What follows belongs to an exercise in optimizing a design on an open flow for a short achievable clock period and few clock cycles; a production flow would make more cautious choices. The flow treats the clock pin as an ideal source, which a real chip does not have. Power and IR drop assume default switching activity.

run a:
// pio_req_unit
module pio_req_unit (
   input  wire logic        clk,
   input  wire logic        rst,
   input  wire logic [3:0]  max_pio,
   input  wire logic        rd_vld,
   input  wire logic        wr_vld,
   input  wire logic [4:0]  req_thr_id,
   input  wire logic [1:0]  req_buf_id,
   input  wire logic [2:0]  req_size,
   input  wire logic [39:0] req_addr,
   input  wire logic [63:0] req_data,
   output logic             req_accepted,
   output logic             csr_wr,
   output logic [15:0]      csr_wr_addr,
   output logic [31:0]      csr_wr_data,
   output logic [15:0]      csr_rd_addr,
   output logic             csr_rd_ack,
   output logic [4:0]       csr_ack_thr,
   output logic [1:0]       csr_ack_buf,
   input  wire logic        pio_pop,
   input  wire logic        rd_done,
   output logic             pio_req,
   output logic             pio_data_vld,
   output logic             pio_out_rw,
   output logic [1:0]       pio_out_dest,
   output logic [15:0]      pio_out_be,
   output logic [63:0]      pio_out_ad,
   output logic [4:0]       pio_out_thr_id,
   output logic [1:0]       pio_out_buf_id
);
Size: roughly 1700 flip-flops, about 260 I/O pins.
==> flow/config.mk <==
export PLATFORM = sky130hd
export DESIGN_NAME = pio_req_unit
export DESIGN_NICKNAME = pio_req_unit
export VERILOG_FILES = /design/flow/design.v
export SDC_FILE = /design/flow/constraint.sdc
export NUM_CORES = 4
export LEC_CHECK = 0
export CAP_MARGIN = 20
export CORE_MARGIN = 2
export CORE_UTILIZATION = 60
export SETUP_SLACK_MARGIN = 2.5
export SLEW_MARGIN = 20
export SYNTH_HIERARCHICAL = 1
export TNS_END_PERCENT = 100
==> flow/constraint.sdc <==
create_clock -name core_clock -period 5.0 [get_ports {clk}]
set_input_delay 1.0000 -clock core_clock [delete_from_list [all_inputs] [get_ports {clk}]]
set_output_delay 1.0000 -clock core_clock [all_outputs]
set_load 0.01 [all_outputs]
standard.sh (not shown) runs the stock make flow with config.mk's settings and CLKGATE_MAP_FILE= SYNTH_SCRIPT=/design/flow/synth_recipe.tcl, a recipe that flattens the netlist after the stock synthesis.
==> flow/flow/run.sh <==
#!/bin/bash
# Standard layout with three changes: port buffers made from regular buffers
# instead of delay cells, cell sizing free to change a cell's footprint, and
# the ports of the request-to-CSR and throttle paths placed side by side on
# the left edge (flow/pins.tcl) before the rest are placed.
set -euo pipefail
K=(MATCH_CELL_FOOTPRINT=0 "BUFFER_PORTS_ARGS=-buffer_cell sky130_fd_sc_hd__buf_4")
bash standard.sh "${K[@]}" floorplan > make_floorplan.log 2>&1
ODB=orfs/results/sky130hd/pio_req_unit/base/2_floorplan.odb \
   openroad -no_init -exit flow/pins.tcl > pins.log 2>&1
bash standard.sh "${K[@]}" finish > make_finish.log 2>&1
==> flow/flow/pins.tcl <==
# Place the ports of the short input-to-output paths next to each other on
# the left edge, on met3 tracks two tracks apart, centred on the edge.
read_db $::env(ODB)
set block [ord::get_db_block]
set die [$block getDieArea]
set order {
   req_addr[39] req_addr[24] req_addr[38] req_addr[37] req_addr[36]
   req_addr[35] req_addr[34] req_addr[33] csr_wr csr_rd_ack req_accepted
   rd_vld wr_vld req_addr[32] req_addr[31] req_addr[30] req_addr[29]
   req_addr[28] req_addr[27] req_addr[26] req_addr[25]
   {} {}
   max_pio[0] max_pio[1] pio_req max_pio[2] max_pio[3]
}
# met3 tracks: offset 0.34 um, pitch 0.68 um
set n [llength $order]
set ymid [expr {([$die yMin] + [$die yMax]) / 2000.0}]
set k0 [expr {int(($ymid - $n * 0.68) / 0.68)}]
set i 0
foreach p $order {
   if {$p ne {}} {
      set y [expr {0.34 + ($k0 + 2 * $i) * 0.68}]
      place_pin -pin_name $p -layer met3 -location [list 0.4 $y] -force_to_die_boundary
   }
   incr i
}
foreach p $order {
   if {$p ne {}} {
      set bt [$block findBTerm $p]
      puts "$p [[lindex [$bt getBPins] 0] getPlacementStatus]"
   }
}
write_db $::env(ODB)
Input changes introduced in run b (baseline for comparison: run a):
==> flow/flow/run.sh <==
#!/bin/bash
# Standard layout with these changes: port buffers made from regular buffers
# instead of delay cells, cell sizing free to change a cell's footprint, a
# fanout limit for the repair steps (flow/fanout.tcl), and the ports of the
# request-to-CSR and throttle paths placed side by side on the left edge
# (flow/pins.tcl) before the rest are placed.
set -euo pipefail
F=$PWD/flow/fanout.tcl
K=(MATCH_CELL_FOOTPRINT=0 "BUFFER_PORTS_ARGS=-buffer_cell sky130_fd_sc_hd__buf_4"
   PRE_RESIZE_TCL=$F PRE_CTS_TCL=$F PRE_GLOBAL_ROUTE_TCL=$F
   PRE_REPAIR_TIMING_POST_PLACE_TCL=$F)
bash standard.sh "${K[@]}" floorplan > make_floorplan.log 2>&1
ODB=orfs/results/sky130hd/pio_req_unit/base/2_floorplan.odb \
   openroad -no_init -exit flow/pins.tcl > pins.log 2>&1
bash standard.sh "${K[@]}" finish > make_finish.log 2>&1
==> flow/flow/fanout.tcl (new file) <==
# Optimization-only design rule for this stage's repair_design: keep nets to a
# small fanout so that select and enable nets get buffer trees.
set_max_fanout 12 [current_design]
[summary]
[diff] minimum clock period, run b relative to run a: regression. Run b vs run a — area added between synthesis and finish rose 6.6 points. Summary: clock skew, run b worse than run a. The die outline area was comparable across run a and run b. The estimated power of run b ends up higher than the estimate for run a. Between run a and run b, the cell count went up. The clock power was comparable across run a and run b. Total detailed-routing wirelength was higher in the run labelled run b. Measured against run a, the total placed instance area of run b comes out at 1.07 times the reference value.
No run of this note included a check of the RTL's function; only the layout flow was run.


job 5120:
pio_req_unit, a different RTL version from the one above (not shown whole).
For scale: ~4200 cells after synthesis, ~290 I/O pins.
==> flow/config.mk <==
export PLATFORM = sky130hd
export DESIGN_NAME = pio_req_unit
export DESIGN_NICKNAME = pio_req_unit
export VERILOG_FILES = /design/flow/design.v
export SDC_FILE = /design/flow/constraint.sdc
export NUM_CORES = 4
export LEC_CHECK = 0
export CAP_MARGIN = 20
export CORE_MARGIN = 2
export CORE_UTILIZATION = 55
export GPL_TIMING_DRIVEN = 1
export SETUP_SLACK_MARGIN = 3.0
export SLEW_MARGIN = 20
export TNS_END_PERCENT = 100
==> flow/constraint.sdc <==
create_clock -name core_clock -period 5.0 [get_ports {clk}]
set_input_delay 1.0000 -clock core_clock [delete_from_list [all_inputs] [get_ports {clk}]]
set_output_delay 1.0000 -clock core_clock [all_outputs]
set_load 0.01 [all_outputs]
run.sh (not shown) runs the stock make flow with config.mk's settings and CLKGATE_MAP_FILE= SYNTH_SCRIPT=/design/flow/synth_recipe.tcl, a recipe that flattens the netlist after the stock synthesis.
Stock flow here: none of the scripts above is used.
Setup changes, job 5120 to job 2420
- clearing GPL_TIMING_DRIVEN, which used to be 1
- swapping 3.0 for 2.5 in SETUP_SLACK_MARGIN
- swapping 55 for 40 in CORE_UTILIZATION
### Flow results
- As far as total number of clock tree sinks goes, job 2420 and job 5120 are indistinguishable; the numbers are identical.
- Re total buffers and inverters traversed by the critical path: job 2420 and job 5120 aren't equal, and the lower value belongs to job 2420.
- Job 2420 packs its core looser than job 5120.
- Comparing clock period minus final worst setup slack for job 2420 and job 5120, the smaller number came from job 2420.
- Comparing job 2420 and job 5120, number of antenna violations at the first check in global routing is higher on job 5120.
- From job 5120 to job 2420 the numbers moved as follows: total power dropped 0.0049 W; floorplan die area now larger; design area lower.
- Height of the chip of job 2420 exceeds that of job 5120 by more than 10%.
Modified inputs, job 8667 compared to job 2420
- SETUP_SLACK_MARGIN no longer set, was 2.5
- TNS_END_PERCENT no longer set, was 100
Notes after the runs:
Summary of the comparison: slack of the critical path is lower in job 8667, relative to job 2420. As far as total power is concerned, job 8667 and job 2420 perform about the same. Delta (job 8667 minus job 2420): depth of the critical timing path with buffers and inverters included shrank by 2; post-route minimum period went up by 0.85 ns; maximum frequency went down about 21%; total area of multi-input combinational cells fell by 2.7%. Top layer used by detailed routing: met4 -> job 8667, met5 -> job 2420. Job 8667 finished every step from synthesis to the final layout, and the layout passed the timing, DRC and antenna checks.
No functional check of the RTL was part of any run of this note.


Setup of P:
The RTL this note starts from:
==> flow/design.v <==
`default_nettype none
package pio_pkg;
   typedef struct packed {
      logic [5-1:0]  thr_id;
      logic [2-1:0]  buf_id;
      logic [3-1:0] size;
      logic [40-1:0] addr;
      logic [64-1:0] data;
   } ucb_req_t;
   typedef struct packed {
      logic [64-43-1:0] pad;
      logic [43-1:0]             map_addr;
   } pio_hdr_t;
   typedef union packed {
      pio_hdr_t                hdr;
      logic [64-1:0]  raw;
   } pio_payload_u;
   typedef struct packed {
      logic                   is_data;
      logic                   rw;         
      logic [1:0]             dest;
      logic [5-1:0]  thr_id;
      logic [2-1:0]  buf_id;
      logic [3-1:0] size;
      logic                   dword;      
      logic                   word_sel;   
      pio_payload_u           payload;
   } queue_word_t;
   typedef struct packed {
      logic                   rw;
      logic [1:0]             dest;
      logic [15:0]            be;
      logic [64-1:0] ad;
      logic [5-1:0]  thr_id;
      logic [2-1:0]  buf_id;
   } pio_out_t;
   typedef struct packed {
      logic [16-1:0] addr;
      logic [32-1:0]      data;
   } csr_wr_t;
endpackage
`default_nettype wire
`timescale 1ns/1ps
`default_nettype none
module pio_req_unit (
   input  wire logic        clk,
   input  wire logic        rst,
   input  wire logic [3:0]  max_pio,
   input  wire logic        rd_vld,
   input  wire logic        wr_vld,
   input  wire logic [4:0]  req_thr_id,
   input  wire logic [1:0]  req_buf_id,
   input  wire logic [2:0]  req_size,
   input  wire logic [39:0] req_addr,
   input  wire logic [63:0] req_data,
   output logic             req_accepted,
   output logic             csr_wr,
   output logic [15:0]      csr_wr_addr,
   output logic [31:0]      csr_wr_data,
   output logic [15:0]      csr_rd_addr,
   output logic             csr_rd_ack,
   output logic [4:0]       csr_ack_thr,
   output logic [1:0]       csr_ack_buf,
   input  wire logic        pio_pop,
   input  wire logic        rd_done,
   output logic             pio_req,
   output logic             pio_data_vld,
   output logic             pio_out_rw,
   output logic [1:0]       pio_out_dest,
   output logic [15:0]      pio_out_be,
   output logic [63:0]      pio_out_ad,
   output logic [4:0]       pio_out_thr_id,
   output logic [1:0]       pio_out_buf_id
);
   localparam int DEPTH = 16;
   localparam int AW    = 4;
   localparam int HW    = 1 + 2 + 16 + 43 + 5 + 2;
   localparam int WW    = 1 + HW;
   logic        hit;
   logic        vld;
   logic        space;
   logic        acc;
   logic        late_wr, late_rd;
   assign vld = rd_vld | wr_vld;
   assign hit = req_addr[39:24] == 16'h8000;
   assign acc = vld & ~hit & space;
   always_ff @(posedge clk) begin
      if (rst) begin
         late_wr <= 1'b0;
         late_rd <= 1'b0;
      end else begin
         late_wr <= wr_vld & hit & ~space & ~late_wr;
         late_rd <= rd_vld & hit & ~space & ~late_rd;
      end
   end
   assign req_accepted = vld & space | late_wr | late_rd;
   assign csr_wr       = wr_vld & hit & space | late_wr;
   assign csr_rd_ack   = rd_vld & hit & space | late_rd;
   assign csr_wr_addr  = req_addr[15:0];
   assign csr_wr_data  = req_data[31:0];
   assign csr_rd_addr  = req_addr[15:0];
   assign csr_ack_thr  = req_thr_id;
   assign csr_ack_buf  = req_buf_id;
   logic [42:0] map;
   logic [1:0]  dest;
   logic [7:0]  lane;
   logic [15:0] be;
   always_comb begin
      if (req_addr[39:32] == 8'h80) begin
         if (req_addr[31:28] == 4'h0) begin
            map = {15'h4000, req_addr[27:0]};
            if (req_addr[27:24] == 4'hE)      dest = 2'd2;
            else if (req_addr[27:24] == 4'hF) dest = 2'd3;
            else                              dest = 2'd1;
         end else begin
            map  = {11'h600, req_addr[31:0]};
            dest = 2'd0;
         end
      end else begin
         map = {3'h7, req_addr};
         if (req_addr[39:38] == 2'b11) dest = req_addr[37] ? 2'd3 : 2'd2;
         else                          dest = 2'd1;
      end
      case (req_size)
         3'd0:    lane = 8'h01;
         3'd1:    lane = 8'h03;
         3'd2:    lane = 8'h0f;
         default: lane = 8'hff;
      endcase
      lane = lane << req_addr[2:0];
      if (req_size == 3'd4)   be = 16'hffff;
      else if (req_addr[3])   be = {lane, 8'h00};
      else                    be = {8'h00, lane};
   end
   logic          c_vld, c_wr;
   logic [HW-1:0] c_hdr;
   logic [63:0]   c_data;
   always_ff @(posedge clk) begin
      if (rst)
         c_vld <= 1'b0;
      else
         c_vld <= acc;
      c_wr   <= wr_vld;
      c_hdr  <= {rd_vld, dest, be, req_thr_id, req_buf_id, map};
      c_data <= req_data;
   end
   logic [WW-1:0]    mem [0:DEPTH-1];
   logic [DEPTH-1:0] wsel;             
   logic [DEPTH-1:0] we_h, we_d;       
   logic [AW-1:0]    rptr;
   logic [DEPTH:1]   cnt;              
   logic [DEPTH:1]   tot;              
   logic             take;
   logic [WW-1:0]    head;
   logic [DEPTH-1:0] wsel_nxt;
   assign head = mem[rptr];
   always_ff @(posedge clk) begin
      for (int i = 0; i < DEPTH; i++) begin
         if (we_h[i])
            mem[i] <= {1'b0, c_hdr};
         else if (we_d[i])
            mem[i] <= {1'b1, {(HW-64){1'b0}}, c_data};
      end
   end
   always_comb begin
      if (~c_vld)
         wsel_nxt = wsel;
      else if (c_wr)
         wsel_nxt = {wsel[DEPTH-3:0], wsel[DEPTH-1:DEPTH-2]};
      else
         wsel_nxt = {wsel[DEPTH-2:0], wsel[DEPTH-1]};
   end
   always_ff @(posedge clk) begin
      if (rst) begin
         wsel <= {{(DEPTH-1){1'b0}}, 1'b1};
         we_h <= '0;
         we_d <= '0;
      end else begin
         wsel <= wsel_nxt;
         we_h <= wsel_nxt & {DEPTH{acc}};
         we_d <= {wsel_nxt[DEPTH-2:0], wsel_nxt[DEPTH-1]} & {DEPTH{acc & wr_vld}};
      end
   end
   always_ff @(posedge clk) begin
      if (rst) begin
         rptr  <= '0;
         cnt   <= '0;
         tot   <= '0;
         space <= 1'b1;
      end else begin
         if (take)
            rptr <= rptr + 1'b1;
         case ({c_vld, c_wr, take})
            3'b110:  cnt <= {cnt[DEPTH-2:1], 2'b11};
            3'b100,
            3'b111:  cnt <= {cnt[DEPTH-1:1], 1'b1};
            3'b001,
            3'b011:  cnt <= {1'b0, cnt[DEPTH:2]};
            3'b101:  cnt <= cnt;
            default: cnt <= cnt;
         endcase
         case ({acc, wr_vld, take})
            3'b110:  tot <= {tot[DEPTH-2:1], 2'b11};
            3'b100,
            3'b111:  tot <= {tot[DEPTH-1:1], 1'b1};
            3'b001,
            3'b011:  tot <= {1'b0, tot[DEPTH:2]};
            default: tot <= tot;
         endcase
         case ({acc, wr_vld, take})
            3'b110:  space <= ~tot[DEPTH-3];
            3'b100,
            3'b111:  space <= ~tot[DEPTH-2];
            3'b001,
            3'b011:  space <= ~tot[DEPTH];
            default: space <= ~tot[DEPTH-1];
         endcase
      end
   end
   logic        o_hdr, o_dat, o_rw;
   logic [1:0]  o_dest;
   logic [15:0] o_be;
   logic [63:0] o_ad;
   logic [4:0]  o_thr;
   logic [1:0]  o_buf;
   logic        pop, free;
   logic        rd_pop;
   logic [16:1] pend, pend_nxt;        
   logic        o_hdr_nxt, o_rw_nxt;
   logic [15:0] ok;
   logic        wr_hdr;
   assign pop    = pio_pop & (o_hdr | o_dat);
   assign free   = ~(o_hdr | o_dat) | pop;
   assign take   = free & cnt[1];
   assign rd_pop = pop & o_hdr & o_rw;
   always_ff @(posedge clk) begin
      if (rst) begin
         o_hdr <= 1'b0;
         o_dat <= 1'b0;
      end else if (free) begin
         o_hdr <= take & ~head[WW-1];
         o_dat <= take & head[WW-1];
      end
   end
   always_ff @(posedge clk) begin
      if (take) begin
         {o_rw, o_dest, o_be, o_thr, o_buf} <= head[HW-1:43];
         o_ad[42:0]  <= head[42:0];
         o_ad[63:43] <= head[63:43] & {21{head[WW-1]}};
      end
   end
   always_comb begin
      pend_nxt = pend;
      if (rd_pop & ~rd_done)
         pend_nxt = {pend[15:1], 1'b1};
      else if (~rd_pop & rd_done)
         pend_nxt = {1'b0, pend[16:2]};
   end
   assign o_hdr_nxt = free ? take & ~head[WW-1] : o_hdr;
   assign o_rw_nxt  = take ? head[HW-1] : o_rw;
   always_ff @(posedge clk) begin
      if (rst) begin
         pend   <= '0;
         ok     <= '0;
         wr_hdr <= 1'b0;
      end else begin
         pend   <= pend_nxt;
         wr_hdr <= o_hdr_nxt & ~o_rw_nxt;
         for (int m = 0; m < 16; m++)
            ok[m] <= o_hdr_nxt & o_rw_nxt & ~pend_nxt[m+1];
      end
   end
   assign pio_data_vld   = o_dat;
   always_comb begin
      pio_req = wr_hdr;
      for (int k = 0; k < 16; k++)
         pio_req = pio_req | (ok[k] & ((max_pio & 4'(k)) == 4'(k)));
   end
   assign pio_out_rw     = o_rw;
   assign pio_out_dest   = o_dest;
   assign pio_out_be     = o_be;
   assign pio_out_ad     = o_ad;
   assign pio_out_thr_id = o_thr;
   assign pio_out_buf_id = o_buf;
endmodule
`default_nettype wire
make LEC_CHECK=0 CAP_MARGIN=20 CORE_MARGIN=2 CORE_UTILIZATION=60 SETUP_SLACK_MARGIN=2.5 SLEW_MARGIN=20 TNS_END_PERCENT=100 finish   # period 5.0 ns
Relative to P, the following input files were edited for Q:
==> flow/flow/run.sh (new file) <==
#!/bin/bash
# Standard layout, with the port buffers made from regular buffers instead of
# delay cells and cell sizing free to change a cell's footprint.
set -euo pipefail
bash standard.sh MATCH_CELL_FOOTPRINT=0 \
   "BUFFER_PORTS_ARGS=-buffer_cell sky130_fd_sc_hd__buf_4" \
   finish > make_finish.log 2>&1
==> flow/standard.sh (new file) <==
#!/bin/bash
# synth_recipe.tcl (not shown) runs the flow's synth.tcl, then flattens the netlist and writes it again
# the make line also repeats each setting of config.mk as NAME=value (left out here)
make -C /OpenROAD-flow-scripts/flow DESIGN_CONFIG=/design/flow/config.mk WORK_HOME=/design/flow/orfs CLKGATE_MAP_FILE= SYNTH_SCRIPT=/design/flow/synth_recipe.tcl "${@:-finish}"
removed: flow/run.sh
==> comparison <==
- Compared with P, Q ends up with less cell area.
- Looking at the reports, Q completed the entire flow and the layout it produced met the timing, DRC and antenna checks.
- On combinational share of power, the higher figure sits with P, not Q.
- The smallest setup slack after layout in Q was higher than what P gave.
- Looking at part of the cycle the worst path needs, Q sits 7.1 points lower than P does.
- For synthesized area, P and Q come out practically identical.
- Timing startpoint of the critical path: req_addr[27] -> P, req_addr[25] -> Q
No functional check of the RTL was part of any run of this note.

what the ideal ports hide:
How much do the figures lean on ideal ports? The routed layouts below were timed once more, with nothing changed but the port constraints.
Step 1 assumes that a clkbuf_16 drives the clock port and a buf_2 every other input.
Step 2, shift: input delay + t, output delay - t, t = (earliest + latest rising clock arrival at the registers) / 2. This alone moves slack from input paths to output paths.
a / b / c = ideal ports / drivers / drivers and shift; a / b = the first two.
| run | t, ns | setup slack, ns | hold slack, ns |
|---|---|---|---|
| run a | 0.873 | 2.142 / 2.067 / 1.890 | 0.291 / 0.244 / 0.428 |
| run b | 0.876 | 2.089 / 2.005 / 1.633 | 0.299 / 0.240 / 0.424 |
| job 5120 | 0.934 | 1.760 / 1.728 / 1.728 | 0.244 / 0.201 / 0.518 |
| job 2420 | 0.936 | 1.890 / 1.811 / 1.734 | 0.214 / 0.167 / 0.520 |
| job 8667 | 0.933 | 1.045 / 0.977 / 1.019 | 0.520 / 0.520 / 0.520 |
| P | 0.855 | 1.123 / 1.085 / 1.085 | 0.328 / 0.288 / 0.476 |
| Q | 0.846 | 1.479 / 1.418 / 1.418 | 0.320 / 0.271 / 0.472 |
After both steps every run listed still meets setup and hold. The setup slack of run b, which loses most, moves by -0.084 ns with the drivers and by -0.456 ns with both steps.
